Context: an optimization exercise on an open-source flow, tuned for small area, a short achievable clock period and few clock cycles per item. The choices shown serve that exercise and are no tape-out recipe.
RTL that was checked went through simulation tests only; none was proved equivalent to the original.
The RTL of run 1 was laid out without a check of its function.
Power and IR drop assume default switching activity.

==> flow/config.mk <==
export PLATFORM = sky130hd
export DESIGN_NAME = multichannel_window_min_max_sum
export DESIGN_NICKNAME = multichannel_window_min_max_sum
export VERILOG_FILES = /design/flow/design.v
export SDC_FILE = /design/flow/constraint.sdc
export NUM_CORES = 4
export LEC_CHECK = 0
export CAP_MARGIN = 20
export CORE_MARGIN = 2
export CORE_UTILIZATION = 40
export SETUP_SLACK_MARGIN = 5.0
export SLEW_MARGIN = 20
==> flow/constraint.sdc <==
create_clock -name core_clock -period 8.0 [get_ports {clk}]
set_input_delay 1.6000 -clock core_clock [delete_from_list [all_inputs] [get_ports {clk}]]
set_output_delay 1.6000 -clock core_clock [all_outputs]
set_load 0.01 [all_outputs]
==> flow/design.v <==
package wmms_pkg;
  localparam int SAMPLE_BITS = 12;
  localparam int NUM_CH      = 5;
  localparam int CH_W        = 3;
  localparam int SUM_W       = 28;
  localparam int CNT_W       = 16;
  localparam int CFG_IDX_W   = 2;
  localparam int CFG_DATA_W  = 16;
endpackage
module multichannel_window_min_max_sum (
  input  logic                                  clk,
  input  logic                                  rst,
  input  logic                                  in_valid,
  output logic                                  in_stall,
  input  logic [wmms_pkg::SAMPLE_BITS-1:0]      current_sample,
  input  logic [wmms_pkg::SAMPLE_BITS-1:0]      voltage_sample,
  input  logic [wmms_pkg::SAMPLE_BITS-1:0]      reference_sample,
  input  logic [wmms_pkg::SAMPLE_BITS-1:0]      temperature_sample,
  output logic                                  out_valid,
  input  logic                                  out_stall,
  output logic [wmms_pkg::CH_W-1:0]             channel,
  output logic [wmms_pkg::SUM_W-1:0]            window_sum,
  output logic [wmms_pkg::SAMPLE_BITS-1:0]      window_max,
  output logic [wmms_pkg::SAMPLE_BITS-1:0]      window_min,
  output logic [wmms_pkg::CNT_W-1:0]            scan_total,
  output logic                                  last,
  input  logic                                  cfg_valid,
  output logic                                  cfg_ready,
  input  logic [wmms_pkg::CFG_IDX_W-1:0]        cfg_index,
  input  logic [wmms_pkg::CFG_DATA_W-1:0]       cfg_data
);
  logic [15:0] win_len;
  logic [11:0] offset;
  logic [11:0] neg_off;       
  logic        off_zero;
  assign cfg_ready  = 1'b1;
  assign scan_total = win_len;
  always_ff @(posedge clk) begin
    if (rst) begin
      win_len <= 16'd1008;
      offset  <= 12'd0;
      neg_off  <= 12'd0;
      off_zero <= 1'b1;
    end else if (cfg_valid) begin
      if (cfg_index == 2'd0) win_len <= (cfg_data == 16'd0) ? 16'd1 : cfg_data;
      if (cfg_index == 2'd1) begin
        offset   <= cfg_data[11:0];
        neg_off  <= 12'd0 - cfg_data[11:0];
        off_zero <= (cfg_data[11:0] == 12'd0);
      end
    end
  end
  logic        adv;
  logic [11:0] in_corr [4];    
  logic [3:0]  in_ok;           
  logic [11:0] raw     [4];
  logic [15:0] rem;           
  logic        in_first;      
  logic        in_close;
  logic        accept;
  logic        sk_v, sk_close, sk_first;
  logic [11:0] sk_d [4];
  logic [3:0]  sk_ok;
  logic        src_v, src_close, src_first, enter;
  logic [11:0] src_d [4];
  logic [3:0]  src_ok;
  logic [2:0]  gap;           
  logic        gap_ok;
  assign adv = !(out_valid && out_stall);
  assign raw[0] = current_sample;
  assign raw[1] = voltage_sample;
  assign raw[2] = reference_sample;
  assign raw[3] = temperature_sample;
  always_comb begin
    for (int k = 0; k < 4; k++) begin
      logic [12:0] d;
      d = {1'b0, raw[k]} + {1'b0, neg_off};
      in_corr[k] = d[11:0];
      in_ok[k]   = d[12] || off_zero;
    end
  end
  assign in_stall = sk_v;
  assign accept   = in_valid && !sk_v;
  assign in_close = (rem == 16'd1);
  assign src_v     = sk_v || accept;
  assign src_close = sk_v ? sk_close : in_close;
  assign src_first = sk_v ? sk_first : in_first;
  always_comb begin
    for (int k = 0; k < 4; k++) src_d[k] = sk_v ? sk_d[k] : in_corr[k];
    src_ok = sk_v ? sk_ok : in_ok;
  end
  assign gap_ok = (gap == 3'd5);
  assign enter = adv && src_v && (!src_close || gap_ok);
  always_ff @(posedge clk) begin
    if (rst) begin
      rem      <= 16'd1008;
      in_first <= 1'b1;
      sk_v     <= 1'b0;
      gap      <= 3'd5;
    end else begin
      if (cfg_valid && cfg_index == 2'd0) begin
        rem <= (cfg_data == 16'd0) ? 16'd1 : cfg_data;
      end else if (accept) begin
        rem <= in_close ? win_len : rem - 16'd1;
      end
      if (accept) in_first <= in_close;
      if (sk_v) begin
        if (enter) sk_v <= 1'b0;
      end else if (accept && !enter) begin
        sk_v <= 1'b1;
      end
      if (adv) begin
        if (enter && src_close) gap <= 3'd0;
        else if (!gap_ok)       gap <= gap + 3'd1;
      end
    end
  end
  always_ff @(posedge clk) begin
    if (!sk_v) begin
      sk_close <= in_close;
      sk_first <= in_first;
      sk_ok    <= in_ok;
      for (int k = 0; k < 4; k++) sk_d[k] <= in_corr[k];
    end
  end
  logic [6:0]  p_v;
  logic [6:0]  p_cl;
  logic [5:0]  p_fi;
  logic [11:0] p0_r [4];      
  logic [3:0]  p0_ok;
  logic [11:0] p0_d [4];      
  logic [11:0] p1_d [3];      
  logic [11:0] p2_d [2];      
  logic [11:0] p3_d;          
  logic [11:0] p1_ms, p1_mc, p2_ms, p2_mc, p3_ms, p3_mc, p4_ms, p4_mc;
  logic        p1_mk, p2_mk, p3_mk, p4_mk;
  logic        p1_s, p2_s, p3_s;
  logic [11:0] p1_c0, p2_c0, p3_c0;
  logic [5:0]  p2_v1;         
  logic [2:0]  p3_v1;         
  logic [11:0] p5_pw;
  function automatic logic [25:0] mstep(logic [11:0] ms, logic [11:0] mc,
                                        logic mk, logic cin2,
                                        logic [11:0] x, logic [2:0] g);
    logic [14:0] r0, r1, r2, r3, r4, r5;
    logic [14:0] s1, c1, s2, c2, s3, c3;
    logic [3:0]  lo;
    r0 = {3'd0, ms};
    r1 = {3'd0, mc};
    r2 = {3'd0, x & {12{g[0]}}};
    r3 = {2'd0, x & {12{g[1]}}, cin2};
    r4 = {1'd0, x & {12{g[2]}}, 1'b0, mk};
    s1 = r0 ^ r1 ^ r2;
    c1 = {(r0 & r1) | (r0 & r2) | (r1 & r2), 1'b0};
    s2 = s1 ^ c1 ^ r3;
    c2 = {(s1 & c1) | (s1 & r3) | (c1 & r3), 1'b0};
    s3 = s2 ^ c2 ^ r4;
    c3 = {(s2 & c2) | (s2 & r4) | (c2 & r4), 1'b0};
    lo = {1'b0, s3[2:0]} + {1'b0, c3[2:0]};
    mstep = {s3[14:3], c3[14:3], lo[3], (lo[2:0] != 3'd0)};
  endfunction
  always_comb begin
    for (int k = 0; k < 4; k++) p0_d[k] = p0_r[k] & {12{p0_ok[k]}};
  end
  logic [25:0] ma, mb, mc, md;
  assign ma = mstep(12'd0, 12'd0, 1'b0, 1'b0, p0_d[0], p0_d[1][2:0]);
  assign mb = mstep(p1_ms, p1_mc, p1_mk, 1'b0, p1_c0, p1_d[0][5:3]);
  assign mc = mstep(p2_ms, p2_mc, p2_mk, 1'b0, p2_c0, p2_v1[2:0]);
  assign md = mstep(p3_ms, p3_mc, p3_mk, p3_s, p3_c0, p3_v1);
  always_ff @(posedge clk) begin
    if (rst) begin
      p_v <= '0;
    end else if (adv) begin
      p_v <= {p_v[5:0], enter};
    end
  end
  always_ff @(posedge clk) begin
    if (adv) begin
      p_cl  <= {p_cl[5:0], src_close};
      p_fi  <= {p_fi[4:0], src_first};
      for (int k = 0; k < 4; k++) p0_r[k] <= src_d[k];
      p0_ok <= src_ok;
      for (int k = 0; k < 3; k++) p1_d[k] <= p0_d[k+1];
      for (int k = 0; k < 2; k++) p2_d[k] <= p1_d[k+1];
      p3_d  <= p2_d[1];
      {p1_ms, p1_mc, p1_mk} <= ma[25:1];
      p1_s  <= ma[0];
      p1_c0 <= p0_d[0];
      {p2_ms, p2_mc, p2_mk} <= mb[25:1];
      p2_s  <= p1_s || mb[0];
      p2_c0 <= p1_c0;
      p2_v1 <= p1_d[0][11:6];
      {p3_ms, p3_mc, p3_mk} <= mc[25:1];
      p3_s  <= p2_s || mc[0];
      p3_c0 <= p2_c0;
      p3_v1 <= p2_v1[5:3];
      {p4_ms, p4_mc, p4_mk} <= md[25:1];
      p5_pw <= p4_ms + p4_mc + {11'd0, p4_mk};
    end
  end
  logic [11:0] acc_in [5];
  logic [27:0] a_sum [5];
  logic [11:0] a_max [5];
  logic [11:0] a_min [5];
  assign acc_in[0] = p0_d[0];
  assign acc_in[1] = p1_d[0];
  assign acc_in[2] = p2_d[0];
  assign acc_in[3] = p3_d;
  assign acc_in[4] = p5_pw;
  always_ff @(posedge clk) begin
    for (int c = 0; c < 5; c++) begin
      if (adv && p_v[(c == 4) ? 5 : c]) begin
        if (p_fi[(c == 4) ? 5 : c]) begin
          a_sum[c] <= {16'd0, acc_in[c]};
          a_max[c] <= acc_in[c];
          a_min[c] <= acc_in[c];
        end else begin
          a_sum[c] <= a_sum[c] + {16'd0, acc_in[c]};
          if (acc_in[c] > a_max[c]) a_max[c] <= acc_in[c];
          if (acc_in[c] < a_min[c]) a_min[c] <= acc_in[c];
        end
      end
    end
  end
  logic [4:0] sel;
  always_comb begin
    for (int c = 0; c < 4; c++) sel[c] = p_v[c+1] && p_cl[c+1];
    sel[4] = p_v[6] && p_cl[6];
  end
  always_ff @(posedge clk) begin
    if (rst) begin
      out_valid <= 1'b0;
    end else if (adv) begin
      out_valid <= |sel;
    end
  end
  always_ff @(posedge clk) begin
    if (adv) begin
      channel    <= {sel[4], sel[2] | sel[3], sel[1] | sel[3]};
      last       <= sel[4];
      window_sum <= '0;
      window_max <= '0;
      window_min <= '0;
      for (int c = 0; c < 5; c++) begin
        if (sel[c]) begin
          window_sum <= a_sum[c];
          window_max <= a_max[c];
          window_min <= a_min[c];
        end
      end
    end
  end
endmodule
==> flow/run.sh <==
#!/bin/bash
# synth_recipe.tcl (not shown) runs the flow's synth.tcl, then flattens the netlist and writes it again
# the make line also repeats each setting of config.mk as NAME=value (left out here)
make -C /OpenROAD-flow-scripts/flow DESIGN_CONFIG=/design/flow/config.mk WORK_HOME=/design/flow/orfs CLKGATE_MAP_FILE= SYNTH_SCRIPT=/design/flow/synth_recipe.tcl finish
==> results.txt, run 1 <==
status=complete, no violations; Hold Path Class=register to register; WL per Instance=18.9 µm; top cells by area in the synthesized netlist=edfxtp_1, ha_1, fa_1, dfxtp_1, a21oi_1; final hold viol count=0; port bufs=between 100 and 150; Sink Count=713; total number of vias=between 20000 and 30000; syn_area_per_cell=around 11 µm²; Critical Path Source Type=register; Area Growth Syn to Fin=20.6%; initial core utilization=0.401; Max Cap Viol=0; drt total wl=approximately 95 mm; #FFs+latches synth=approximately 700; Synth Area in XOR/XNOR=0.0415; Post-DRT Antenna Nets=0; Worst Slack Setup Final=around 4900 ps; Iter 0 DRT Violations=~1900; Initial DRT Pass Iterations=6; Least-Margin Pin Slew=around 950 ps; share of flip-flops with an asynchronous set or reset=0; Arrival @ worst endpoint=approximately 3500 ps; largest net degree at the start of global routing=107; critical path type=register to register; first-pass GRT wire length=~150 mm; Die H=~310 µm; synthesized area=around 39000 µm²; number of synthesized flops with an enable pin=601; Max VDD drop=about 0.00014 V; Final Wtd Congestion=0.847; CTS tree=yes; Post-Syn Nets=a little under 4000; detailed-route DRC error count=0; synth warn=13; Synth Area in Simple Gates=0.124; clock skew=roughly 26 ps; TritonCTS Buffers=a little under 80; CTS root buffer=clkbuf_16; row cnt=approximately 110; power per cell area=241 nW/µm²; initial antenna violation count=3; Syn Inst Count=~3400; core box area=roughly 96000 µm²; Yosys top cell area share=0.467; mux contribution to synthesized area=0.00981; Yosys top cell by area=edfxtp_1; fmax=325 MHz; CTS Buffer Depth=3; relative slew slack=0.369; Netlist cell types=between 80 and 90; reg-to-reg slack, setup=4920 ps; vias in the first global route=25668; total gr overflow=0; Skew-Pair Late Insertion Delay=640 ps; Post-Synth Adder-Cell Area=0.138; Setup-failing EPs final=0; Primary FF master, synth=edfxtp_1; layout cells sized above 1=0.145; Die Wd=between 300 and 400 µm; post-detail-place hpwl=roughly 66 mm; period utilisation layout=0.385; clock-pin slew on the worst setup and hold paths=60 ps; Final Power=between 0.01 and 0.015 W; main combinational cell family by area after synthesis=adder cells; worst endpoint required time=about 8400 ps; Setup Slack @ Placement=approximately 3600 ps; worst-path maximum fanout=6; slowest library cell on the worst path=edfxtp_1; critical path capture point type=register; CP max stage delay=about 500 ps; RSZ-0062 raised after global routing=true; setup TNS=0 ps; Compound-Gate Fraction of Synth Area=0.119; Hold Buf Count CTS=0; Cell Count Post-Placement=between 4000 and 5000; fin crit period=roughly 3100 ps; post-synthesis sequential area ratio=0.525; fin. max-slew vios=0; CTS H-tree lvls=3; Pleak=about 19 nW; post-DR vias/cell=roughly 5.2; I/O pin count=about 150; Non-Filler Instances=5045; GRT Total Usage=0.192; Die Footprint=slightly below 100000 µm²; NumNets Final=between 4000 and 5000; Layout Utilization=0.484; Critical Path, Cell by Cell=ha_2 -> fa_2 -> a21o_1 -> a21oi_4 -> o21bai_4 -> a2111oi_4 -> buf_4 -> nor4_4 -> o211ai_1 -> mux2_2
synthesized netlist by cell type (25+ instances only):
master    instances
nor2_1          271
nand3_1          37
nor3_1           87
mux2_2           31
fa_1            120
dfxtp_1         112
nand2b_1         29
a21o_1           62
a211oi_1         62
and3_1           25
o21ai_0         174
edfxtp_1        601
and2_1          123
a21oi_1         230
xor2_1           98
ha_1            231
clkbuf_1        116
xnor2_1          85
inv_1           296
a221oi_1         58
nor2b_1          26
nand2_1         292
layout make-up:
cell class,count,area [µm²]
clock inverters,41,475
well taps,1276,1600
diodes,2,5.00
repair buffers,310,2840
inverters,297,1170
flip-flops and latches,713,20300
clock buffers,102,2100
multi-input cells,2297,18100
fillers,8714,49700
repair inverters,7,55.1
metal layers:
| metal | wire, µm | GRT usage | vias up |
|---|---|---|---|
| met5 | 12 | 0 | - |
| met4 | 2950 | 0.0619 | 2 |
| met3 | 5470 | 0.0300 | 151 |
| met2 | 43000 | 0.300 | 779 |
| met1 | 44000 | 0.274 | 12734 |
| li1 | - | - | 12815 |
kinds of logic after synthesis:
group | after synthesis
AO/OA/AOI/OAI | 727
other | 1
AND/OR/NAND/NOR | 995
adder cells (fa/ha/maj) | 356
multiplexers | 34
XOR/XNOR | 183
flip-flops | 713
buffers and inverters | 433
placed cells by master (no fill, tap or decap), types with 19 or more instances in the layout:
master / netlist / final
a211oi_1: 62 / 45
a21o_1: 62 / 62
a21oi_1: 230 / 199
a21oi_2: 0 / 21
a221oi_1: 58 / 55
and2_1: 123 / 115
and3_1: 25 / 24
buf_4: 4 / 133
buf_6: 0 / 22
clkbuf_1: 116 / 19
clkbuf_16: 0 / 80
clkdlybuf4s50_1: 0 / 38
clkinvlp_4: 0 / 19
dfxtp_1: 112 / 111
dlygate4sd2_1: 0 / 86
edfxtp_1: 601 / 601
fa_1: 120 / 112
ha_1: 231 / 191
ha_4: 0 / 33
inv_1: 296 / 279
mux2_2: 31 / 27
nand2_1: 292 / 277
nand2b_1: 29 / 24
nand3_1: 37 / 33
nand4_1: 22 / 22
nor2_1: 271 / 267
nor2b_1: 26 / 25
nor3_1: 87 / 82
o21ai_0: 174 / 150
o21ai_1: 0 / 20
xnor2_1: 85 / 81
xor2_1: 98 / 98
worst max-delay path, delay by kind of cell, from the launching register on:
kind / cells / cell delay [ps]
simple gates: 1 / 60
buf+inv: 1 / 190
flops: 1 / 500
fa+ha+maj: 2 / 620
compound gates: 5 / 1100
mux: 1 / 360
through the flow:
step / instance area [µm²] / hold WS (ps)
floorplan: 39100 / 400
global placement: 41800 / 400
detailed placement: 41800 / 405
CTS: 45500 / 404
global route: 46600 / 414
finish: 46600 / 407
worst paths after layout:
kind                                             from                         end  cells past startpoint
worst max-delay path             p1_d[0][0]$_DFFE_PN_  a_sum[1][26]$_SDFFCE_PP0P_                     10
worst min-delay path            p1_d[2][10]$_DFFE_PN_       p2_d[1][10]$_DFFE_PN_                      0
worst max register to register   p1_d[0][0]$_DFFE_PN_  a_sum[1][26]$_SDFFCE_PP0P_                     10
worst min register to register  p1_d[2][10]$_DFFE_PN_       p2_d[1][10]$_DFFE_PN_                      0
repair_timing:
action,in CTS,in global routing
gates cloned,9,2
setup endpoints to repair,708,231
setup buffers,81,60
pin swaps,74,90
resized for setup,203,132
flip-flops by register name, summed over array words and instances, names as in the netlist, 16 cells and up:
name        cells
a_sum         140
win_len        16
sk_d           48
a_max          60
a_min          60
p0_r           48
window_sum     28
p2_d           24
rem            16
p1_d           36
power by group:
part	switching, W	total, W	internal, W	leakage (nW)
combinational	0.00141	0.00255	0.00113	10.5
clock	0.00151	0.00364	0.00213	1.25
sequential	0.000393	0.00505	0.00466	7.16
==> run 2: changes to the inputs <==
--- a/flow/design.v
+++ b/flow/design.v
@@ -199,7 +199,9 @@
     end
   end
   logic [11:0] acc_in [5];
-  logic [27:0] a_sum [5];
+  logic [11:0] a_lo [5];
+  logic        a_cy [5];
+  logic [15:0] a_hi [5];
   logic [11:0] a_max [5];
   logic [11:0] a_min [5];
   assign acc_in[0] = p0_d[0];
@@ -211,11 +213,14 @@
     for (int c = 0; c < 5; c++) begin
       if (adv && p_v[(c == 4) ? 5 : c]) begin
         if (p_fi[(c == 4) ? 5 : c]) begin
-          a_sum[c] <= {16'd0, acc_in[c]};
+          a_lo[c]  <= acc_in[c];
+          a_cy[c]  <= 1'b0;
+          a_hi[c]  <= 16'd0;
           a_max[c] <= acc_in[c];
           a_min[c] <= acc_in[c];
         end else begin
-          a_sum[c] <= a_sum[c] + {16'd0, acc_in[c]};
+          {a_cy[c], a_lo[c]} <= {1'b0, a_lo[c]} + {1'b0, acc_in[c]};
+          a_hi[c]  <= a_hi[c] + {15'd0, a_cy[c]};
           if (acc_in[c] > a_max[c]) a_max[c] <= acc_in[c];
           if (acc_in[c] < a_min[c]) a_min[c] <= acc_in[c];
         end
@@ -227,6 +232,25 @@
     for (int c = 0; c < 4; c++) sel[c] = p_v[c+1] && p_cl[c+1];
     sel[4] = p_v[6] && p_cl[6];
   end
+  logic [11:0] o_lo, o_max, o_min;
+  logic [15:0] o_hi;
+  logic        o_cy;
+  always_comb begin
+    o_lo  = '0;
+    o_cy  = 1'b0;
+    o_hi  = '0;
+    o_max = '0;
+    o_min = '0;
+    for (int c = 0; c < 5; c++) begin
+      if (sel[c]) begin
+        o_lo  = a_lo[c];
+        o_cy  = a_cy[c];
+        o_hi  = a_hi[c];
+        o_max = a_max[c];
+        o_min = a_min[c];
+      end
+    end
+  end
   always_ff @(posedge clk) begin
     if (rst) begin
       out_valid <= 1'b0;
@@ -238,16 +262,9 @@
     if (adv) begin
       channel    <= {sel[4], sel[2] | sel[3], sel[1] | sel[3]};
       last       <= sel[4];
-      window_sum <= '0;
-      window_max <= '0;
-      window_min <= '0;
-      for (int c = 0; c < 5; c++) begin
-        if (sel[c]) begin
-          window_sum <= a_sum[c];
-          window_max <= a_max[c];
-          window_min <= a_min[c];
-        end
-      end
+      window_sum <= {o_hi + {15'd0, o_cy}, o_lo};
+      window_max <= o_max;
+      window_min <= o_min;
     end
   end
 endmodule
==> run 2 against run 1 <==
Effect of this change:
- synthesized cell count shrank 1.2%
- routed wire length grew 3.8%
- maximum frequency shrank 3.3%
- cell count shrank 1.3%
- register-to-register slack gained 120 ps
- count of clock-buffer cells in the layout shrank 6
- combinational power shrank 4%
- critical path depth is the same
- hold slack lost 6.8 ps
- synthesized area is essentially flat
- critical endpoint is now p0_r[0][11]$_DFFE_PN_
==> results.txt, run 2 <==
Pleak=19.0 nW (+0.58%); status=complete, no violations; Critical Path Source Type=primary input; Netlist cell types=79 (-2.5%); Post-Synth Adder-Cell Area=0.144 (+0.00602); most common cell after layout, fill and taps aside=edfxtp_1; detailed-route DRC error count=0 (unchanged); Syn Inst Count=3399 (-1.2%); GRT Total Usage=0.198 (+0.00596); vias in the first global route=25748 (+0.31%); top cells by area in the synthesized netlist=edfxtp_1, ha_1, fa_1, dfxtp_1, inv_1; Final Wtd Congestion=0.858 (+1.3%); slowest library cell on the worst path=or4_1; Final Power=0.0116 W (+3.0%); drt total wl=99.1 mm (+3.8%); post-synthesis sequential area ratio=0.529 (+0.00424); Synth Area in XOR/XNOR=0.0410 (-0.000425); Die Wd=315 µm (about the same); fin crit period=3180 ps (+107 ps); share of flip-flops with an asynchronous set or reset=0 (unchanged); core box area=95300 µm² (-1.0%); Die H=315 µm (about the same); fin. max-slew vios=0 (unchanged); busiest grt layer=met2; Setup Slack @ Placement=3390 ps (-248 ps); Hold Buf Count CTS=0 (unchanged); syn_area_per_cell=11.4 µm² (+1.2%); relative slew slack=0.349 (-0.0197); worst-path maximum fanout=3 (-3); CTS H-tree lvls=3 (unchanged); port bufs=144 (unchanged); row cnt=113 (-0.88%); TritonCTS Buffers=82 (+5.1%); Max Cap Viol=0 (unchanged); CTS Buffer Depth=3 (unchanged); Max VDD drop=0.000169 V (+18%); Worst Slack Setup Final=4820 ps (-107 ps); power per cell area=247 nW/µm² (+2.6%); critical path capture point type=register; reg-to-reg endpoint=a_max[0][2]$_DFFE_PP_; I/O pin count=146 (unchanged); Setup-failing EPs final=0 (unchanged); CTS root buffer=clkbuf_16; initial antenna violation count=2 (-1); total number of vias=26390 (-0.34%); WL per Instance=19.9 µm (+5.2%); Die Footprint=99100 µm² (about the same); Synth Area in Simple Gates=0.118 (-0.00546); hold path start=p1_d[1][3]$_DFFE_PN_; #FFs+latches synth=718 (+0.70%); post-DR vias/cell=5.30 (+1.0%); Critical Path, Cell by Cell=buf_8 -> ha_4 -> a21o_1 -> a21o_1 -> a211oi_4 -> o311ai_4 -> or4_1 -> a31oi_1 -> xor2_1 -> o21ai_1; Area Growth Syn to Fin=21.1%; clock-pin slew on the worst setup and hold paths=60 ps (about the same); Arrival @ worst endpoint=3550 ps (+90 ps); synth warn=15 (+2); clock skew=40.6 ps (+14.1 ps); Least-Margin Pin Slew=976 ps (+29.6 ps); Worst Hold End=p2_d[0][3]$_DFFE_PN_; mux contribution to synthesized area=0.00693 (-0.00288); Post-Syn Nets=3840 (-0.62%); reg-to-reg slack, setup=5040 ps (+120 ps); Sink Count=718 (+0.70%); Primary FF master, synth=edfxtp_1; setup TNS=0 ps (unchanged); fmax=314 MHz (-3.3%); Compound-Gate Fraction of Synth Area=0.117 (-0.00151); cell family with most CP delay=compound AO/OA/AOI/OAI gates; Synth top cells by count=edfxtp_1, inv_1, nor2_1, nand2_1, ha_1; NumNets Final=4088 (-0.92%); CTS tree=yes; initial core utilization=0.405 (+0.00388); Yosys top cell area share=0.471 (+0.00421); count leader, synth=edfxtp_1; Inserted Diodes=0 (-2); Iter 0 DRT Violations=2031 (+8.1%); first-pass GRT wire length=151 mm (+2.1%); hold path depth=0 (unchanged); Hold Path Class=register to register; layout cells sized above 1=0.145 (-0.000578); largest reg by FF count=a_hi; met3 usage=0.0281 (-0.00191); total gr overflow=0 (unchanged); reg-to-reg startpoint=p0_ok[0]$_DFFE_PN_; number of synthesized flops with an enable pin=606 (+0.83%); critical path type=primary input to register; Initial DRT Pass Iterations=5 (-1); Fill cells=8498 (-2.5%); R2R cell count=9 (-1); worst endpoint required time=8370 ps (about the same); Critical path buffers and inverters=1 (unchanged); RSZ-0062 raised after global routing=true; period utilisation layout=0.398 (+0.0133); main combinational cell family by area after synthesis=adder cells; final hold viol count=0 (unchanged); met2 GRT Util=0.316 (+0.0157); post-detail-place hpwl=68.0 mm (+3.0%); Largest register FFs=80 (-43%); largest net degree at the start of global routing=82 (-23%); post-route cell area=46800 µm² (+0.36%); Placed Area=41900 µm² (+0.36%); CP max stage delay=400 ps (-100 ps); synthesized area=38600 µm² (about the same); Skew-Pair Late Insertion Delay=650 ps (about the same); Yosys top cell by area=edfxtp_1; met1 GRT Util=0.278 (+0.00407); Post-DRT Antenna Nets=0 (unchanged); commonest non-fill, non-tap cells in the layout=edfxtp_1, nor2_1, inv_1, nand2_1, ha_1; most used cell, CP=a21o_1
==> run 2: report_power, final <==
part / switching [W] / internal, W
Clock: 0.00158 / 0.00243
Combinational: 0.00138 / 0.00108
Sequential: 0.000415 / 0.00469
==> run 2: cell families (layout without fill, tap and decap cells) <==
group,after synthesis,after routing
other cells,1,1
mux,24,24
fa+ha+maj,374,374
buf+inv,430,742
compound gates,710,711
flops,718,718
xor+xnor,181,181
simple gates,961,962
==> run 2: per-stage QoR <==
stage                     utilization  hold slack, ps  std cells
after floorplan                     -             400       3399
after global placement          0.440             401       4709
after detailed placement        0.440             405       4709
after CTS                       0.483             398       4933
after global routing            0.491             401       4978
final                           0.491             400       4978
==> run 2: per-layer routing <==
metal | up-vias | share of wire
met5 | - | 0.00026
met4 | 4 | 0.034
met3 | 166 | 0.049
met2 | 654 | 0.46
met1 | 12865 | 0.46
li1 | 12701 | -
==> run 2: repair_timing <==
action | CTS | global route
cloned | 10 | 3
endpoints found under the setup margin | 625 | 189
pin swaps | 79 | 60
gates resized for setup | 263 | 103
buffers inserted | 64 | 42
==> run 2: how the worst max path moves through the flow <==
stage	from	endpoint	slack, ps	depth (start not counted)
3_5_place_dp	out_stall	p2_d[0][1]$_DFFE_PN_	3390	5
4_1_cts	current_sample[1]	p0_r[0][11]$_DFFE_PN_	4720	10
6_report	current_sample[1]	p0_r[0][11]$_DFFE_PN_	4820	10
2_1_floorplan	out_stall	a_min[2][0]$_DFFE_PP_	3890	8
3_3_place_gp	out_stall	p3_d[3]$_DFFE_PN_	3420	5
5_1_grt	current_sample[1]	p0_r[0][11]$_DFFE_PN_	4710	10
==> run 2: final cells by class <==
class / count / area (µm²) / area share
multi-input combinational: 2253 / 17900 / 0.382
clock buffer: 96 / 2170 / 0.0463
timing repair inverter: 4 / 32.5 / 0.000696
inverter: 305 / 1250 / 0.0266
tap: 1265 / 1580 / 0.0338
sequential: 718 / 20500 / 0.437
clock inverter: 54 / 713 / 0.0152
timing repair buffer: 283 / 2700 / 0.0577
Testbench counts of run 2, summed over its fixed seeds: cycles 49,997, scans 49,741.
==> run 3: changes to the inputs <==
--- a/flow/config.mk
+++ b/flow/config.mk
@@ -8,5 +8,6 @@
 export CAP_MARGIN = 20
 export CORE_MARGIN = 2
 export CORE_UTILIZATION = 40
+export CTS_BUF_LIST = sky130_fd_sc_hd__clkbuf_4
 export SETUP_SLACK_MARGIN = 5.0
 export SLEW_MARGIN = 20
==> run 3 against run 2 <==
Effect of this change:
- still clean
- global-route usage about the same
- die area did not move
- routed wire length decreased by 1.0%
- sequential share of layout area is 1.3 points higher
- total power is 6.1% lower
- first-iteration DRC count fell by 0.59%
- setup slack lost 78 ps
- synthesized cell count did not move
- largest power group unchanged
- highest routed layer unchanged
==> results.txt, run 3 <==
first-pass GRT wire length=152 mm (about the same); Die H=315 µm (unchanged); CTS root buffer=clkbuf_4; WL per Instance=19.0 µm (-4.3%); Sw Ratio=0.311 (+0.0195); Synth top cells by count=edfxtp_1, inv_1, nor2_1, nand2_1, ha_1; fmax=307 MHz (-2.4%); syn_area_per_cell=11.4 µm² (unchanged); worst-path maximum fanout=1 (-2); Setup-failing EPs final=0 (unchanged); core box area=95300 µm² (unchanged); final hold viol count=0 (unchanged); total number of vias=26905 (+2.0%); CTS H-tree lvls=4 (+1); fin crit period=3260 ps (+78.4 ps); post-synthesis sequential area ratio=0.529 (unchanged); Sink Count=718 (unchanged); Largest register FFs=80 (unchanged); layout cells sized above 1=0.179 (+0.0344); Yosys top cell area share=0.471 (unchanged); share of flip-flops with an asynchronous set or reset=0 (unchanged); RSZ-0062 raised after global routing=true; Primary FF master, synth=edfxtp_1; Post-Syn Nets=3840 (unchanged); status=complete, no violations; Critical Path Source Type=register; relative slew slack=0.344 (-0.00503); CTS tree=yes; Final Wtd Congestion=0.858 (unchanged); Least-Margin Pin Slew=984 ps (+7.55 ps); clock skew=85.2 ps (+44.6 ps); clock share of power=0.309 (-0.037); fin. max-slew vios=0 (unchanged); synthesized area=38600 µm² (unchanged); NumNets Final=4160 (+1.8%); Max Cap Viol=0 (unchanged); TritonCTS Buffers=193 (+140%); top cells by area in the synthesized netlist=edfxtp_1, ha_1, fa_1, dfxtp_1, inv_1; critical path type=register to output pin; power per cell area=239 nW/µm² (-3.4%); synth warn=15 (unchanged); Area Growth Syn to Fin=17.7%; Die Wd=315 µm (unchanged); internal power=0.00749 W (-8.7%); vias in the first global route=26455 (+2.7%); Max VDD drop=0.000124 V (-27%); Initial DRT Pass Iterations=7 (+2); post-detail-place hpwl=68.0 mm (unchanged); I/O pin count=146 (unchanged); total gr overflow=0 (unchanged); Pleak=18.7 nW (-1.7%); #FFs+latches synth=718 (unchanged); CP max stage delay=420 ps (+20 ps); initial antenna violation count=6 (+4); Yosys top cell by area=edfxtp_1; row cnt=113 (unchanged); period utilisation layout=0.408 (+0.00980); largest net degree at the start of global routing=82 (unchanged); Layout Utilization=0.477 (-0.0138); CTS Buffer Depth=3 (unchanged); detailed-route DRC error count=0 (unchanged); Die Footprint=99100 µm² (unchanged); worst endpoint required time=6400 ps (-1970 ps); cell family with most CP delay=flip-flops; net switching component of the power=0.00337 W (+0.17%); Post-DRT Antenna Nets=0 (unchanged); Seq pwr share=0.469 (+0.028); commonest non-fill, non-tap cells in the layout=edfxtp_1, nor2_1, inv_1, clkbuf_4, nand2_1; most common cell after layout, fill and taps aside=edfxtp_1; count leader, synth=edfxtp_1; slowest library cell on the worst path=edfxtp_1; Final Hold Slack=386 ps (-13.6 ps); Iter 0 DRT Violations=2019 (-0.59%); Netlist cell types=79 (unchanged); Critical Path, Cell by Cell=buf_2; Skew-Pair Late Insertion Delay=1100 ps (+450 ps); largest reg by FF count=a_hi; clock-pin slew on the worst setup and hold paths=70 ps (about the same); Critical path buffers and inverters=1 (unchanged); Syn Inst Count=3399 (unchanged); critical path capture point type=output pin; setup TNS=0 ps (unchanged); number of synthesized flops with an enable pin=606 (unchanged); port bufs=144 (unchanged); Combinational Power Share=0.221 (+0.009); Hold Path Class=register to register; post-DR vias/cell=5.22 (-1.5%); GRT Total Usage=0.199 (+0.000470); Arrival @ worst endpoint=1660 ps (-1890 ps); drt total wl=98.1 mm (-1.0%); initial core utilization=0.405 (unchanged)
-- run 3: cell count changes in the layout (fill, tap and decap cells not counted), moves of 14 or more --
cell,change
clkbuf_4,+279
clkbuf_16,-85
dlygate4sd2_1,-84
buf_2,+56
clkinv_1,+33
buf_4,-30
ha_1,+23
clkdlybuf4s50_1,+21
ha_4,-20
dfxtp_1,-17
dfxtp_2,+14
-- run 3: metal layers --
| layer | routed length [µm] | global-route usage | part of all wire |
|---|---|---|---|
| met1 | 44900 | 0.275 | 0.46 |
| met2 | 44800 | 0.310 | 0.46 |
| met3 | 5570 | 0.0368 | 0.057 |
| met4 | 2850 | 0.0758 | 0.029 |
| met5 | 26 | 0 | 0.00027 |
-- run 3: final cells by class --
cell class | count | area, µm²
Clock inverter | 74 | 465
Antenna cell | 10 | 25.0
Timing Repair inverter | 3 | 21.3
Clock buffer | 279 | 2090
Fill cell | 8782 | 49800
Multi-Input combinational cell | 2251 | 17300
Inverter | 305 | 1230
Timing Repair Buffer | 247 | 2230
Tap cell | 1265 | 1580
Sequential cell | 718 | 20500
-- run 3: through the flow --
step                instance area [µm²]  cells  worst slack, ps  total power [W]
floorplan                         39300   3399             3890          0.00672
global placement                  41900   4709             3420          0.00745
detailed placement                41900   4709             3390          0.00753
CTS                               44900   5101             4630           0.0110
global route                      45500   5152             4640           0.0116
finish                            45500   5152             4740           0.0109
-- run 3: power groups by stage --
| stage | clock network (W) | registers [W] | logic [W] |
|---|---|---|---|
| 2_1_floorplan | 0 | 0.00497 | 0.00176 |
| 3_3_place_gp | 0 | 0.00518 | 0.00227 |
| 3_5_place_dp | 0 | 0.00519 | 0.00234 |
| 4_1_cts | 0.00346 | 0.00511 | 0.00238 |
| 5_1_grt | 0.00366 | 0.00515 | 0.00281 |
| 6_report | 0.00336 | 0.00510 | 0.00241 |
-- run 3: worst paths after layout --
kind | startpoint | end | slack, ps | cells past startpoint
min | p2_d[1][9]$_DFFE_PN_ | p3_d[9]$_DFFE_PN_ | 390 | 0
max reg2reg | p1_d[0][3]$_DFFE_PN_ | p2_s$_DFFE_PN_ | 5030 | 8
min reg2reg | p2_d[1][9]$_DFFE_PN_ | p3_d[9]$_DFFE_PN_ | 390 | 0
max | window_sum[10]$_DFFE_PN_ | window_sum[10] | 4740 | 1
-- run 3: cells by family after synthesis --
kind of cell	Yosys count	synth area share
compound gates	710	0.117
xor+xnor	181	0.0410
fa+ha+maj	374	0.144
buf+inv	430	0.0427
flops	718	0.529
mux	24	0.00693
other cells	1	0.0000971
simple gates	961	0.118
-- run 3: repair_timing --
| action | in CTS | in global routing |
|---|---|---|
| hold buffers | 0 | 0 |
| setup buffers | 33 | 38 |
| pin swaps | 18 | 35 |
| setup endpoints to repair | 244 | 186 |
| gates cloned | 6 | 3 |
| gates resized for setup | 395 | 64 |
==> run 4: changes to the inputs <==
--- a/flow/config.mk
+++ b/flow/config.mk
@@ -8,6 +8,6 @@
 export CAP_MARGIN = 20
 export CORE_MARGIN = 2
 export CORE_UTILIZATION = 40
-export CTS_BUF_LIST = sky130_fd_sc_hd__clkbuf_4
+export CTS_BUF_LIST = sky130_fd_sc_hd__clkbuf_8
 export SETUP_SLACK_MARGIN = 5.0
 export SLEW_MARGIN = 20
==> run 4 against run 3 <==
Effect of this change:
- total power down 1.4%
- still clean on timing, DRC and antenna
- first-iteration DRC count increased by 3.0%
- sequential power about the same
- cell area up 0.45%
- critical endpoint is now p0_r[0][11]$_DFFE_PN_
- sequential cell count did not move
- global-route usage about the same
- synthesized cell count unchanged
- synthesized area unchanged
- die area stayed put
- utilization is 0.22 points higher
- clock power decreased by 5%
==> results.txt, run 4 <==
row cnt=113 (unchanged); syn_area_per_cell=11.4 µm² (unchanged); setup TNS=0 ps (unchanged); core box area=95300 µm² (unchanged); Hold Buf Count CTS=0 (unchanged); Initial DRT Pass Iterations=5 (-2); Critical Path, Cell by Cell=clkdlybuf4s50_1 -> ha_1 -> o21ai_4 -> o311ai_4 -> or4_1 -> a31oi_1 -> xor2_1 -> o21ai_1; Yosys top cell area share=0.471 (unchanged); drt total wl=98.6 mm (+0.59%); critical path capture point type=register; synth warn=15 (unchanged); Hold Path Class=register to register; Least-Margin Pin Slew=1020 ps (+39.5 ps); total gr overflow=0 (unchanged); power per cell area=234 nW/µm² (-1.9%); post-DR vias/cell=5.25 (+0.47%); Area Growth Syn to Fin=18.2%; clock-pin slew on the worst setup and hold paths=60 ps (about the same); CTS root buffer=clkbuf_8; status=complete, no violations; largest net degree at the start of global routing=82 (unchanged); Skew-Pair Late Insertion Delay=760 ps (-340 ps); first-pass GRT wire length=152 mm (+0.22%); fin crit period=3050 ps (-217 ps); TritonCTS Buffers=119 (-38%); CTS H-tree lvls=3 (-1); CTS Buffer Depth=3 (unchanged); Netlist cell types=79 (unchanged); GRT Total Usage=0.198 (-0.000247); detailed-route DRC error count=0 (unchanged); RSZ-0062 raised after global routing=true; Synth top cells by count=edfxtp_1, inv_1, nor2_1, nand2_1, ha_1; post-detail-place hpwl=68.0 mm (unchanged); Setup-failing EPs final=0 (unchanged); initial antenna violation count=5 (-1); CTS tree=yes; count leader, synth=edfxtp_1; Die Footprint=99100 µm² (unchanged); Critical Path Source Type=primary input; Max VDD drop=0.000157 V (+27%); relative slew slack=0.312 (-0.0326); fmax=328 MHz (+7.1%); NumNets Final=4113 (-1.1%); Syn Inst Count=3399 (unchanged); worst-path maximum fanout=3 (+2); WL per Instance=19.6 µm (+2.8%); Die H=315 µm (unchanged); top cells by area in the synthesized netlist=edfxtp_1, ha_1, fa_1, dfxtp_1, inv_1; vias in the first global route=25989 (-1.8%); total number of vias=26454 (-1.7%); number of synthesized flops with an enable pin=606 (unchanged); Post-DRT Antenna Nets=0 (unchanged); Yosys top cell by area=edfxtp_1; slowest library cell on the worst path=clkdlybuf4s50_1; synthesized area=38600 µm² (unchanged); initial core utilization=0.405 (unchanged); I/O pin count=146 (unchanged); Largest register FFs=80 (unchanged); layout cells sized above 1=0.164 (-0.0152); share of flip-flops with an asynchronous set or reset=0 (unchanged); worst endpoint required time=8490 ps (+2090 ps); Sink Count=718 (unchanged); Final Wtd Congestion=0.858 (unchanged); #FFs+latches synth=718 (unchanged); Post-Syn Nets=3840 (unchanged); Max Cap Viol=0 (unchanged); CP max stage delay=440 ps (+20 ps); Die Wd=315 µm (unchanged); largest reg by FF count=a_hi; Primary FF master, synth=edfxtp_1; Cell Count Post-Placement=4709 (unchanged); commonest non-fill, non-tap cells in the layout=edfxtp_1, inv_1, nor2_1, nand2_1, ha_1; Iter 0 DRT Violations=2080 (+3.0%); fin. max-slew vios=0 (unchanged); Arrival @ worst endpoint=3530 ps (+1870 ps); final hold viol count=0 (unchanged); post-synthesis sequential area ratio=0.529 (unchanged); most common cell after layout, fill and taps aside=edfxtp_1; period utilisation layout=0.381 (-0.0271); Non-Filler Instances=5042 (-2.1%); port bufs=144 (unchanged); Pleak=18.7 nW (+0.12%); clock skew=39.0 ps (-46.2 ps); critical path type=primary input to register
==> run 4: final cells by class <==
class | instances | area [µm²]
fillers | 8702 | 49600
flip-flops and latches | 718 | 20500
multi-input cells | 2253 | 17600
repair buffers | 272 | 2360
clock buffers | 133 | 1830
well taps | 1265 | 1580
inverters | 305 | 1240
clock inverters | 90 | 499
repair inverters | 3 | 23.8
diodes | 3 | 7.51
==> run 4: worst paths after layout <==
check | from | end | slack [ps] | cells after the start
worst max-delay path | current_sample[5] | p0_r[0][11]$_DFFE_PN_ | 4950 | 8
worst min-delay path | p1_d[2][1]$_DFFE_PN_ | p2_d[1][1]$_DFFE_PN_ | 410 | 0
worst max register to register | p1_d[0][3]$_DFFE_PN_ | p2_s$_DFFE_PN_ | 5050 | 8
worst min register to register | p1_d[2][1]$_DFFE_PN_ | p2_d[1][1]$_DFFE_PN_ | 410 | 0
==> run 4: metal layers <==
| metal | GRT usage | routed length [µm] |
|---|---|---|
| met4 | 0.0635 | 3110 |
| met2 | 0.316 | 45400 |
| met3 | 0.0302 | 4940 |
| met5 | 0 | 26 |
| met1 | 0.279 | 45200 |
==> run 4: power by group <==
part	internal, W	switching [W]	total, W
registers	0.00469	0.000411	0.00510
clock network	0.00165	0.00152	0.00318
logic	0.00106	0.00137	0.00243
==> run 4: worst max-delay path: cells and delay by family <==
| kind | cells | cell delay, ps |
|---|---|---|
| AO/OA/AOI/OAI | 4 | 530 |
| buffers and inverters | 1 | 440 |
| XOR/XNOR | 1 | 170 |
| AND/OR/NAND/NOR | 1 | 400 |
| adder cells (fa/ha/maj) | 1 | 390 |
==> run 4: timing repair <==
item                       in CTS  in global routing
setup buffers                  61                 35
cloned                         10                  1
pin swaps                      70                 44
resized for setup             435                102
setup endpoints to repair     525                239
==> run 4: cells by family (layout without fill, tap and decap cells) <==
group | Yosys count | count (layout) | share of synthesized area
adders and majority gates | 374 | 374 | 0.144
muxes | 24 | 24 | 0.00693
and+or+nand+nor | 961 | 962 | 0.118
DFF | 718 | 718 | 0.529
other | 1 | 4 | 0.0000971
xor gates and xnor gates | 181 | 181 | 0.0410
buffers and inverters | 430 | 803 | 0.0427
AOI/OAI and AO/OA | 710 | 711 | 0.117
==> run 4: per-stage QoR <==
stage               power, W  instance area, µm²  setup slack, ps   util  hold slack, ps
floorplan            0.00672               39300             3890      -             400
global placement     0.00745               41900             3420  0.440             401
detailed placement   0.00753               41900             3390  0.440             405
CTS                   0.0108               45000             4880  0.472             412
global route          0.0114               45700             4890  0.479             422
finish                0.0107               45700             4950  0.479             412
==> run 5: changes to the inputs <==
--- a/flow/config.mk
+++ b/flow/config.mk
@@ -7,7 +7,7 @@
 export LEC_CHECK = 0
 export CAP_MARGIN = 20
 export CORE_MARGIN = 2
-export CORE_UTILIZATION = 40
+export CORE_UTILIZATION = 55
 export CTS_BUF_LIST = sky130_fd_sc_hd__clkbuf_8
 export SETUP_SLACK_MARGIN = 5.0
 export SLEW_MARGIN = 20
==> run 5 against run 4 <==
Effect of this change:
- critical path depth increased by 5
- sequential share of layout area increased by 0.37 points
- cell count decreased by 6.8%
- maximum frequency decreased by 1.4%
- total power increased by 0.77%
- combinational power about the same
- register-to-register slack about the same
- cell area decreased by 0.80%
- utilization increased by 17 points
- synthesized area unchanged
- setup slack got worse by 42 ps
- routed wire length decreased by 1.1%
- critical endpoint is now p0_r[0][7]$_DFFE_PN_
==> results.txt, run 5 <==
Area Growth Syn to Fin=17.3%; commonest non-fill, non-tap cells in the layout=edfxtp_1, inv_1, nor2_1, nand2_1, ha_1; met1 GRT Util=0.359 (+0.0797); power per cell area=238 nW/µm² (+1.6%); critical path type=primary input to register; Syn Inst Count=3399 (unchanged); Initial DRT Pass Iterations=6 (+1); I/O pin count=146 (unchanged); synthesized area=38600 µm² (unchanged); period utilisation layout=0.386 (+0.00523); Largest register FFs=80 (unchanged); Netlist cell types=79 (unchanged); CTS H-tree lvls=3 (unchanged); R2R cell count=8 (unchanged); TritonCTS Buffers=120 (+0.84%); detailed-route DRC error count=0 (unchanged); busiest grt layer=met2; CP max stage delay=280 ps (-160 ps); syn_area_per_cell=11.4 µm² (unchanged); relative slew slack=0.331 (+0.0193); post-route cell area=45300 µm² (-0.80%); Die H=269 µm (-15%); core box area=69800 µm² (-27%); worst endpoint required time=8460 ps (-30 ps); reg-to-reg startpoint=p1_d[0][3]$_DFFE_PN_; largest reg by FF count=a_hi; total gr overflow=0 (unchanged); total number of vias=26892 (+1.7%); CTS root buffer=clkbuf_8; post-synthesis sequential area ratio=0.529 (unchanged); post-DR vias/cell=5.72 (+9.0%); fmax=324 MHz (-1.4%); most used cell, CP=buf_4; row cnt=97 (-14%); fin crit period=3090 ps (+41.8 ps); clock-pin slew on the worst setup and hold paths=60 ps (about the same); Iter 0 DRT Violations=2375 (+14%); initial antenna violation count=1 (-4); Least-Margin Pin Slew=1000 ps (-19.5 ps); Yosys top cell by area=edfxtp_1; layout cells sized above 1=0.163 (-0.000719); WL per Instance=20.8 µm (+6.1%); Primary FF master, synth=edfxtp_1; Final Hold Slack=393 ps (-19.0 ps); clock skew=46.9 ps (+7.84 ps); CTS Buffer Depth=3 (unchanged); setup TNS=0 ps (unchanged); largest net degree at the start of global routing=184 (+120%); top cells by area in the synthesized netlist=edfxtp_1, ha_1, fa_1, dfxtp_1, inv_1; Critical Path, Cell by Cell=buf_8 -> ha_4 -> a21o_1 -> a21o_1 -> a211oi_4 -> buf_4 -> buf_4 -> buf_4 -> buf_4 -> buf_4 -> o21bai_1 -> a211oi_1 -> o31ai_1; Hold Path Class=register to register; CP endpoint=p0_r[0][7]$_DFFE_PN_; Setup-failing EPs final=0 (unchanged); Layout Utilization=0.649 (+0.170); Post-DRT Antenna Nets=0 (unchanged); met2 GRT Util=0.431 (+0.115); post-detail-place hpwl=66.4 mm (-2.5%); reg-to-reg endpoint=p2_s$_DFFE_PN_; Crit. Startpoint=current_sample[1]; worst-path maximum fanout=2 (-1); Placed Area=41500 µm² (-1.0%); Non-Filler Instances=4701 (-6.8%); Max VDD drop=0.000170 V (+8.5%); port bufs=144 (unchanged); reg-to-reg slack, setup=5040 ps (about the same); #FFs+latches synth=718 (unchanged); Yosys top cell area share=0.471 (unchanged); Pleak=18.6 nW (-0.51%); Critical Path Source Type=primary input; Max Cap Viol=0 (unchanged); slowest library cell on the worst path=a211oi_4; count leader, synth=edfxtp_1; number of synthesized flops with an enable pin=606 (unchanged); Hold Buf Count CTS=0 (unchanged); Skew-Pair Late Insertion Delay=770 ps (about the same); Synth top cells by count=edfxtp_1, inv_1, nor2_1, nand2_1, ha_1; fin. max-slew vios=0 (unchanged); CTS tree=yes; GRT Total Usage=0.266 (+0.0680); final hold viol count=0 (unchanged); most common cell after layout, fill and taps aside=edfxtp_1; Cell Count Post-Placement=4378 (-7.0%); RSZ-0062 raised after global routing=true; synth warn=15 (unchanged); initial core utilization=0.553 (+0.148); Final Wtd Congestion=0.890 (+3.7%); met3 usage=0.0504 (+0.0202); share of flip-flops with an asynchronous set or reset=0 (unchanged); Sink Count=718 (unchanged); Die Footprint=72400 µm² (-27%); vias in the first global route=26520 (+2.0%); NumNets Final=4104 (-0.22%); Post-Syn Nets=3840 (unchanged); drt total wl=97.6 mm (-1.1%); status=complete, no violations; Arrival @ worst endpoint=3540 ps (about the same); first-pass GRT wire length=147 mm (-3.0%); Die Wd=269 µm (-15%); critical path capture point type=register
==> run 5: worst min path at each step <==
stage	from	end	slack, ps	depth (start not counted)
final	p2_v1[5]$_DFFE_PN_	p3_v1[2]$_DFFE_PN_	390	0
after detailed placement	p2_d[1][10]$_DFFE_PN_	p3_d[10]$_DFFE_PN_	400	0
after global routing	p2_v1[5]$_DFFE_PN_	p3_v1[2]$_DFFE_PN_	400	0
after global placement	p2_d[1][9]$_DFFE_PN_	p3_d[9]$_DFFE_PN_	400	0
after floorplan	p1_d[1][0]$_DFFE_PN_	p2_d[0][0]$_DFFE_PN_	400	0
after CTS	p2_v1[5]$_DFFE_PN_	p3_v1[2]$_DFFE_PN_	390	0
==> run 5: worst max-delay path, delay by kind of cell <==
kind                       cells  cell delay, ps
buffers and inverters          6             650
adders and majority gates      1             200
AOI/OAI and AO/OA              6            1100
==> run 5: repair_timing <==
item	in CTS	in global routing
pin swaps	55	54
endpoints found under the setup margin	550	305
gates cloned	9	2
setup buffers	52	40
resized for setup	368	121
hold endpoints to repair	0	0
==> run 5: area by class of cell <==
type,instances,area [µm²]
diodes,1,2.50
clock inverters,86,616
flip-flops and latches,718,20500
repair buffers,261,2280
inverters,305,1230
repair inverters,4,35.0
multi-input cells,2253,17700
well taps,940,1180
fillers,5409,24500
clock buffers,133,1830
==> run 5: per-stage QoR <==
stage | total power [W] | worst slack [ps]
6_report | 0.0108 | 4910
2_1_floorplan | 0.00672 | 3890
3_5_place_dp | 0.00747 | 3610
3_3_place_gp | 0.00734 | 3700
4_1_cts | 0.0108 | 4860
5_1_grt | 0.0115 | 4870
==> run 5: report_power, final <==
group	leakage (nW)	internal, W	switching [W]
Sequential	7.21	0.00469	0.000384
Clock	1.38	0.00177	0.00154
Combinational	9.99	0.00105	0.00136
==> run 5: kinds of logic (layout without fill, tap and decap cells) <==
logic type      after synthesis  count (layout)  synth area share
mux                          24              24           0.00693
simple gates                961             962             0.118
flops                       718             718             0.529
other cells                   1               2         0.0000971
buf+inv                     430             789            0.0427
xor+xnor                    181             181            0.0410
fa+ha+maj                   374             374             0.144
compound gates              710             711             0.117
==> run 5: layer usage <==
| metal | wire length [µm] | vias to the layer above |
|---|---|---|
| met5 | 0 | - |
| met4 | 3440 | 0 |
| met3 | 6570 | 199 |
| met2 | 46300 | 873 |
| met1 | 41300 | 13097 |
| li1 | - | 12723 |

[port drivers added, routing unchanged]
The results above use ideal ports. As a check the final layouts listed here were re-extracted and re-timed, cells and wires unchanged. Step 1: set_driving_cell puts a clkbuf_16 on clk and a buf_2 on each other input, an assumption about the parent block. Step 2, shift: input delay + t, output delay - t, t = (earliest + latest rising clock arrival at the registers) / 2. This alone moves slack from input paths to output paths. Slacks: ideal ports / drivers / drivers and shift; pairs: ideal ports / drivers.
run | t, ns | slack for setup (ns) | worst setup path at the end
run 1 | 0.696 | 4.923 / 4.923 / 4.276 | input to register
run 2 | 0.704 | 4.816 / 4.841 / 4.137 | input to register
run 3 | 1.124 | 4.738 / 4.670 / 3.972 | input to register
run 4 | 0.815 | 4.955 / 4.990 / 4.175 | input to register
run 5 | 0.811 | 4.913 / 4.936 / 4.124 | input to register
After both steps every run listed still meets setup and hold. The setup slack of run 5, which loses most, moves by +0.023 ns with the drivers and by -0.789 ns with both steps.
